From an optimization exercise on the open Yosys and OpenROAD flow, aimed at small area, a short achievable clock period and few clock cycles; shortcuts taken in it are not production practice.
In this exercise RTL edits were held to simulation tests only and were not proved equivalent to the original.
Power is estimated from default activity; no workload was simulated.

--- flow/run.sh ---
#!/bin/bash
# synth_recipe.tcl (not shown) runs the flow's synth.tcl, then flattens the netlist and writes it again
# the make line also repeats each setting of config.mk as NAME=value (left out here)
make -C /OpenROAD-flow-scripts/flow DESIGN_CONFIG=/design/flow/config.mk WORK_HOME=/design/flow/orfs CLKGATE_MAP_FILE= SYNTH_SCRIPT=/design/flow/synth_recipe.tcl finish
--- flow/config.mk ---
export PLATFORM = sky130hd
export DESIGN_NAME = pcpi_systolic_mmul
export DESIGN_NICKNAME = pcpi_systolic_mmul
export VERILOG_FILES = /design/flow/design.v
export SDC_FILE = /design/flow/constraint.sdc
export NUM_CORES = 4
export LEC_CHECK = 0
export CAP_MARGIN = 20
export CORE_MARGIN = 2
export CORE_UTILIZATION = 40
export SLEW_MARGIN = 20
--- flow/constraint.sdc ---
create_clock -name core_clock -period 14.0 [get_ports {clk}]
set_input_delay 2.8000 -clock core_clock [delete_from_list [all_inputs] [get_ports {clk}]]
set_output_delay 2.8000 -clock core_clock [all_outputs]
set_load 0.01 [all_outputs]
--- flow/design.v ---
package pcpi_mmul_pkg;
  localparam logic [6:0] OPC_CUSTOM0 = 7'b0001011;
  localparam logic [2:0] F3_WRITE = 3'b000;
  localparam logic [2:0] F3_READ  = 3'b010;
  localparam logic [2:0] F3_RUN   = 3'b111;
  localparam logic [2:0] F3_CLEAR = 3'b101;
  localparam logic [7:0] REG_A      = 8'h00;
  localparam logic [7:0] REG_B      = 8'h40;
  localparam logic [7:0] REG_BIAS   = 8'h80;
  localparam logic [7:0] REG_THRESH = 8'hC0;
  typedef enum logic [1:0] {
    S_IDLE,
    S_RESP,
    S_RUN,
    S_DONE
  } state_t;
endpackage
module pcpi_mmul_pe #(
  parameter int AW = 17,
  parameter int BW = 16,
  parameter int PW = 33
) (
  input  logic signed [AW-1:0] a,
  input  logic signed [BW-1:0] b,
  output logic signed [PW-1:0] p
);
  assign p = PW'(a * b);
endmodule
module pcpi_systolic_mmul #(
  parameter int N    = 3,
  parameter int DW   = 16,
  parameter int ACCW = 2*DW+$clog2(N)+1
) (
  input  logic        clk,
  input  logic        resetn,
  input  logic        pcpi_valid,
  input  logic [31:0] pcpi_insn,
  input  logic [31:0] pcpi_rs1,
  input  logic [31:0] pcpi_rs2,
  output logic        pcpi_wr,
  output logic [31:0] pcpi_rd,
  output logic        pcpi_wait,
  output logic        pcpi_ready
);
  localparam int NN = 9;
  localparam int PW = 33;
  logic signed [15:0]   a_m    [NN];
  logic signed [15:0]   b_m    [NN];
  logic signed [15:0]   bias_m [NN];
  logic signed [15:0]   thresh;
  logic signed [PW-1:0] cp     [NN];
  logic        [31:0]   c_m    [NN];
  logic [2:0] f3;
  logic       is_op, blocked;
  logic       f_write, f_read, f_run, f_clear, accept;
  assign f3      = pcpi_insn[14:12];
  assign is_op   = pcpi_valid && (pcpi_insn[6:0] == pcpi_mmul_pkg::OPC_CUSTOM0) && !blocked;
  assign f_write = is_op && (f3 == pcpi_mmul_pkg::F3_WRITE);
  assign f_read  = is_op && (f3 == pcpi_mmul_pkg::F3_READ);
  assign f_run   = is_op && (f3 == pcpi_mmul_pkg::F3_RUN);
  assign f_clear = is_op && (f3 == pcpi_mmul_pkg::F3_CLEAR);
  assign accept  = f_write || f_read || f_run || f_clear;
  logic [7:0] idx;
  logic       hi_zero, w_ok;
  assign idx     = pcpi_rs1[7:0];
  assign hi_zero = (pcpi_rs1[31:8] == '0);
  assign w_ok    = hi_zero && (((idx[7:6] != 2'b11) && (idx[5:4] == 2'b00) && (idx[3:0] < 4'd9))
                               || (idx == pcpi_mmul_pkg::REG_THRESH));
  logic [31:0] rd_val;
  always_comb begin
    rd_val = '0;
    for (int k = 0; k < NN; k++)
      if (idx == 8'(k)) rd_val = c_m[k];
  end
  logic               rst_q;        
  logic               w_pend;       
  logic [1:0]         w_mat;        
  logic [3:0]         w_k;
  logic signed [15:0] w_data;
  logic               s1_act, s1_last, s1_isa;
  logic [1:0]         s1_cnt;
  logic [3:0]         s1_opi;       
  logic [3:0]         s1_step;      
  logic [8:0]         s1_tgt;       
  logic signed [16:0] s1_delta;
  logic signed [15:0] s1_op;
  logic [8:0]           s2_tgt;     
  logic signed [PW-1:0] s2_prod;
  logic signed [15:0] w_old;
  always_comb begin
    w_old = '0;
    for (int k = 0; k < NN; k++)
      if (w_k == 4'(k)) begin
        case (w_mat)
          2'd0:    w_old = a_m[k];
          2'd1:    w_old = b_m[k];
          default: w_old = bias_m[k];
        endcase
      end
  end
  logic [3:0] w_r, w_c;
  always_comb begin
    case (w_k)
      4'd0, 4'd1, 4'd2: w_r = 4'd0;
      4'd3, 4'd4, 4'd5: w_r = 4'd1;
      default:          w_r = 4'd2;
    endcase
    w_c = w_k - 4'd3 * w_r;
  end
  logic [3:0] opi0;
  logic [8:0] tgt0;
  always_comb begin
    if (w_mat == 2'd0) begin             
      opi0 = 4'd3 * w_c;
      tgt0 = 9'b1 << (4'd3 * w_r);
    end else if (w_mat == 2'd1) begin    
      opi0 = w_r;
      tgt0 = 9'b1 << w_c;
    end else begin                       
      opi0 = '0;
      tgt0 = 9'b1 << w_k;
    end
  end
  logic [3:0] opi_sel;
  logic       isa_sel;
  assign opi_sel = w_pend ? opi0 : (s1_opi + s1_step);
  assign isa_sel = w_pend ? (w_mat == 2'd0) : s1_isa;
  logic signed [15:0] op_sel;
  always_comb begin
    op_sel = '0;
    for (int k = 0; k < NN; k++)
      if (opi_sel == 4'(k)) op_sel = isa_sel ? b_m[k] : a_m[k];
    if (w_pend && w_mat == 2'd2) op_sel = 16'sd1;
  end
  logic signed [PW-1:0] prod;
  pcpi_mmul_pe #(.AW(17), .BW(16), .PW(PW)) u_mul (
    .a (s1_delta),
    .b (s1_op),
    .p (prod)
  );
  logic signed [PW-1:0] cp_sel, cp_sum;
  always_comb begin
    cp_sel = '0;
    for (int k = 0; k < NN; k++)
      cp_sel = cp_sel | (cp[k] & {PW{s2_tgt[k]}});
    cp_sum = cp_sel + s2_prod;
  end
  logic [8:0] mask;
  logic       sum_ge;
  assign sum_ge = (cp_sum >= PW'(thresh));
  always_comb begin
    for (int k = 0; k < NN; k++)
      mask[k] = s2_tgt[k] ? sum_ge : (cp[k] >= PW'(thresh));
  end
  function automatic logic [31:0] sat32(input logic [PW-1:0] v);
    if (v[32] != v[31]) sat32 = v[32] ? 32'h8000_0000 : 32'h7fff_ffff;
    else                sat32 = v[31:0];
  endfunction
  logic run_pend, snap;
  logic drained;
  assign drained = !w_pend && !s1_act;
  always_ff @(posedge clk) begin
    pcpi_wr <= f3[1];
    pcpi_rd <= f3[0] ? {23'd0, mask} : rd_val;
    w_data  <= resetn ? pcpi_rs2[15:0] : 16'd0;
    w_mat   <= idx[7:6];
    w_k     <= idx[3:0];
    if (!resetn) begin
      rst_q      <= 1'b1;
      blocked    <= 1'b0;
      pcpi_ready <= 1'b0;
      pcpi_wait  <= 1'b0;
      run_pend   <= 1'b0;
      snap       <= 1'b0;
      w_pend     <= 1'b0;
    end else begin
      rst_q      <= 1'b0;
      pcpi_ready <= f_write || f_read || f_clear;
      if (!pcpi_valid) blocked <= 1'b0;
      if (accept) blocked <= 1'b1;
      w_pend <= f_write && w_ok;
      snap   <= 1'b0;
      if (f_run) begin
        run_pend  <= 1'b1;
        pcpi_wait <= 1'b1;
      end
      if (run_pend && drained) begin
        run_pend   <= 1'b0;
        pcpi_wait  <= 1'b0;
        pcpi_ready <= 1'b1;
        snap       <= 1'b1;
      end
    end
  end
  always_ff @(posedge clk) begin
    for (int k = 0; k < NN; k++)
      if (!resetn || f_clear || snap)
        c_m[k] <= (resetn && snap) ? sat32(cp[k]) : 32'd0;
  end
  always_ff @(posedge clk) begin
    for (int k = 0; k < NN; k++) begin
      if (rst_q || (w_pend && w_mat == 2'd0 && w_k == 4'(k))) a_m[k]    <= w_data;
      if (rst_q || (w_pend && w_mat == 2'd1 && w_k == 4'(k))) b_m[k]    <= w_data;
      if (rst_q || (w_pend && w_mat == 2'd2 && w_k == 4'(k))) bias_m[k] <= w_data;
    end
    if (rst_q || (w_pend && w_mat == 2'd3)) thresh <= w_data;
  end
  always_ff @(posedge clk) begin
    if (!resetn) begin
      s1_act <= 1'b0;
    end else if (w_pend && w_mat != 2'd3) begin
      s1_act   <= 1'b1;
      s1_last  <= (w_mat == 2'd2);
      s1_cnt   <= '0;
      s1_isa   <= (w_mat == 2'd0);
      s1_step  <= (w_mat == 2'd0) ? 4'd1 : 4'd3;
      s1_tgt   <= tgt0;
      s1_delta <= 17'(w_data) - 17'(w_old);
    end else if (s1_act && !s1_last) begin
      s1_cnt  <= s1_cnt + 2'd1;
      s1_last <= (s1_cnt == 2'd1);
      s1_tgt  <= s1_isa ? (s1_tgt << 1) : (s1_tgt << 3);
    end else begin
      s1_act <= 1'b0;
    end
    s1_opi <= opi_sel;
    s1_op  <= op_sel;
  end
  always_ff @(posedge clk) begin
    if (!resetn) begin
      s2_tgt  <= '0;
      s2_prod <= '0;
    end else begin
      s2_tgt  <= s1_act ? s1_tgt : 9'd0;
      s2_prod <= prod;
    end
    for (int k = 0; k < NN; k++)
      if (rst_q || s2_tgt[k]) cp[k] <= cp_sum;
  end
endmodule
==> run notes <==
report_power, final:
group	leakage (nW)	internal, W	switching, W
Sequential	11.6	0.00447	0.000440
Combinational	17.0	0.00419	0.00656
Clock	2.10	0.00196	0.00156
Total	30.7	0.0106	0.00856
area by class of cell:
| type | count | area share, % |
|---|---|---|
| Antenna cell | 5 | 0.0162 |
| Tap cell | 2233 | 3.63 |
| Timing Repair Buffer | 239 | 2.64 |
| Clock buffer | 181 | 4.72 |
| Multi-Input combinational cell | 3990 | 40.9 |
| Clock inverter | 68 | 0.975 |
| Inverter | 490 | 2.39 |
| Sequential cell | 1188 | 44.7 |
worst max-delay path, delay by kind of cell, from the launching register on:
| kind | cells | cell delay [ns] |
|---|---|---|
| muxes | 1 | 0.16 |
| buffers and inverters | 1 | 0.32 |
| adders and majority gates | 2 | 1.00 |
| AOI/OAI and AO/OA | 13 | 4.75 |
| DFF | 1 | 0.29 |
| and+or+nand+nor | 5 | 1.21 |
worst max-delay path by stage:
stage	endpoint	slack, ns	cells after the start
after detailed placement	pcpi_rd[2]$_DFF_P_	6.28	22
after global routing	pcpi_rd[2]$_DFF_P_	5.71	22
after floorplan	c_m[0][0]$_SDFFCE_PN0P_	3.14	3
after CTS	pcpi_rd[2]$_DFF_P_	6.25	22
after global placement	pcpi_rd[2]$_DFF_P_	6.25	22
final	pcpi_rd[2]$_DFF_P_	5.99	22
metal layers:
layer  vias up  routed length (um)
met3       565               21300
met2      2627              108000
met4         8               13300
met5         -                  55
met1     24900               89200
li1      22000                   -
per-stage QoR:
| stage | utilization, % | instances |
|---|---|---|
| 2_1_floorplan | - | 5973 |
| 3_3_place_gp | 42.4 | 8137 |
| 3_5_place_dp | 42.4 | 8139 |
| 4_1_cts | 45.0 | 8388 |
| 5_1_grt | 45.0 | 8390 |
| 6_report | 45.0 | 8394 |
state kept, by name, summed over array words and instances (netlist names), 4 cells and up:
signal,flops
a_m,144
b_m,144
bias_m,144
c_m,288
cp,297
pcpi_rd,32
s1_delta,17
s1_op,16
s1_opi,4
s1_tgt,9
s2_prod,33
s2_tgt,9
thresh,16
w_data,16
w_k,4
cell usage in the layout, fill, tap and decap left out, drive strengths merged, types with 23 or more instances in the layout:
master	n
edfxtp	1064
nand2	609
a21oi	606
inv	496
ha	486
fa	281
nor2	276
o21ai	240
mux2i	239
clkbuf	181
buf	147
and2	137
dfxtp	124
a21o	106
clkdlybuf4s50	92
nand3	87
a22oi	84
nand4	62
o22ai	61
a222oi	58
nor3	58
clkinv	53
xnor2	51
a221oi	45
nand2b	44
nor2b	42
a22o	31
o21a	30
mux4	29
or2	25
a211oi	25
and3	25
nor4	25
xor2	23
cell families after synthesis:
family          count (synthesis)
compound gates               1447
simple gates                 1422
flops                        1188
buf+inv                       795
fa+ha+maj                     768
mux                           278
xor+xnor                       75
==> results.ini <==
[status]
status=no timing/DRC/antenna violations

[die]
die_w_um=418
dieArea_um2=175000
die_h_um=418
io_pins=134
start_util_pct=40.1
core_um2=171000
num_rows=152

[placement]
place_congestion=0.960
dp_slack_ns=6.28
portBuffers=95
placed_cell_area_um2=72600
hpwl_mm=160

[setup_path]
worst_r2r_path_depth=22
crit_start=s2_tgt[0]$_SDFF_PN0_
reg2reg_setup_slack_ns=5.99
end_kind=flip-flop
r2r-start=s2_tgt[0]$_SDFF_PN0_
cp_common_cell=nand3_1
worstPathCellList=buf_4 -> a22o_1 -> a221oi_1 -> nand3_1 -> ha_1 -> a21o_1 -> a21oi_2 -> a31oi_1 -> a221o_1 -> a2111o_1 -> a2111oi_2 -> nor3_1 -> mux2i_1 -> nand3_1 -> ha_1 -> nand3_1 -> nor4_1 -> a41o_1 -> o31ai_1 -> a21oi_1 -> a221oi_1 -> o21ai_0
cp_max_fo=36
critPathKind=flip-flop to flip-flop
r2r-end=pcpi_rd[2]$_DFF_P_
setup.worst_path.start_class=flip-flop
cp_data_arrival_time_ns=8.55
worst_path_max_delay_cell=nand3_1
max_stage_delay_ns=0.59
cp_data_required_time_ns=14.54

[timing]
relSlewSlack_pct=18.7
max_freq_ghz=0.125
drv_slew=0
skew_ns=0.0594
worst-slew-pin-transition_ns=1.21
period_share_pct=57.2
finalSetupTns_ns=0
rsz0062_at_grt=no
fin_ws_ns=5.99
timing.hold.ws_ns=0.493
final_hold_viol_count=0
period_needed_ns=8.01
finalSetupViolCount=0

[synth]
synth_top_area_share_pct=46.5
synth_common_cells=edfxtp_1 (1,064), nand2_1 (609), a21oi_1 (603)
synth_edf_count=1064
synth_area_per_cell_um2=11.5
synth_cell_types=81
synth_area_leader_cell=edfxtp_1
synth-simple-area-share_pct=9.55
synth_top_family_by_area=adder cells
synthMuxAreaShare_pct=4.60
synth_most_common_cell=edfxtp_1
synth_area_leaders=edfxtp_1 (47%), ha_1 (8.9%), fa_1 (8.2%), a21oi_1 (4.4%), dfxtp_1 (3.6%)
synthAdderAreaFrac_pct=17.1
synth_xor_area_share_pct=0.976
syn_area_um2=68700
syn_inst=5973
async_flop_share_pct=0
synth_compound_area_share_pct=13.3
synth_flop_cell=edfxtp_1
syn_nets=6839
yosys_warnings=6
yosys_register_bits=1188
synth-seq-area-share_pct=50.1

[routing]
routed_wl_mm=231
vias=50100
drc=0
wl_per_cell_um=27.6
dr.pass1.iters=7
viasPerCell=5.97
drtIter0Drc=6142
postRouteAntennaNets=0

[clock_tree]
cts_hold_buf=0
cts.path.max_buffers=3
cts_root_buffer=clkbuf_16
cts_buffers=136
clk_latency_ns=0.82
cts_setup_buffers=0
cts.sinks=1188
clk_pin_slew_ns=0.06
htreeDepth=4
cts_tree=done
cts_resized=0

[power]
leakagePower_nw=30.7
ir_worst_vdd_uv=429
power_w=0.0192
power_density_nw_per_um2=249

[hold_path]
min_from=s1_tgt[8]$_DFFE_PP_
min_path_type=flip-flop to flip-flop
hold_depth=1
whs_endpoint=s2_tgt[8]$_SDFF_PN0_

[cells_and_area]
stdcell_area_um2=77000
regArea_um2=34400
syn_to_final_growth_pct=12.2
multi_input_area_um2=31500
drive_gt1_share_pct=7.65
final.fill_count=15700
nets=6911

[global_route]
antenna_found_initial=13
grt_use_total_pct=26.1
overflow=0
grt_pass1_vias=49400
grt_use_met3_pct=4.64
grt_max_degree=152
grt_first_pass_wirelength_mm=333
met1_usage_pct=33.5
top_usage_layer=met2
met2_usage_pct=42.3

[flow_run]
drv_cap=0

Testbench counts, summed over its fixed seeds: cycles 18,804.

==> what the ideal ports hide <==
How much do the figures lean on ideal ports? The routed layout below was timed once more, with nothing changed but the port constraints.
Step 1: set_driving_cell puts a clkbuf_16 on clk and a buf_2 on each other input, an assumption about the parent block.
Step 2 also shifts input and output timing later by t, the mid clock arrival at the registers, as if the neighbouring blocks saw the same clock.
a / b / c = ideal ports / drivers / drivers and shift; a / b = the first two.
shift t [ns]: 0.861
setup WS [ns]: 5.990 / 5.990 / 5.990
worst setup path at the end: register to register
clock arrival spread, ns: 0.063 / 0.063
After both steps this run still meets setup and hold. The setup slack of this run moves by 0.000 ns with the drivers and by 0.000 ns with both steps.
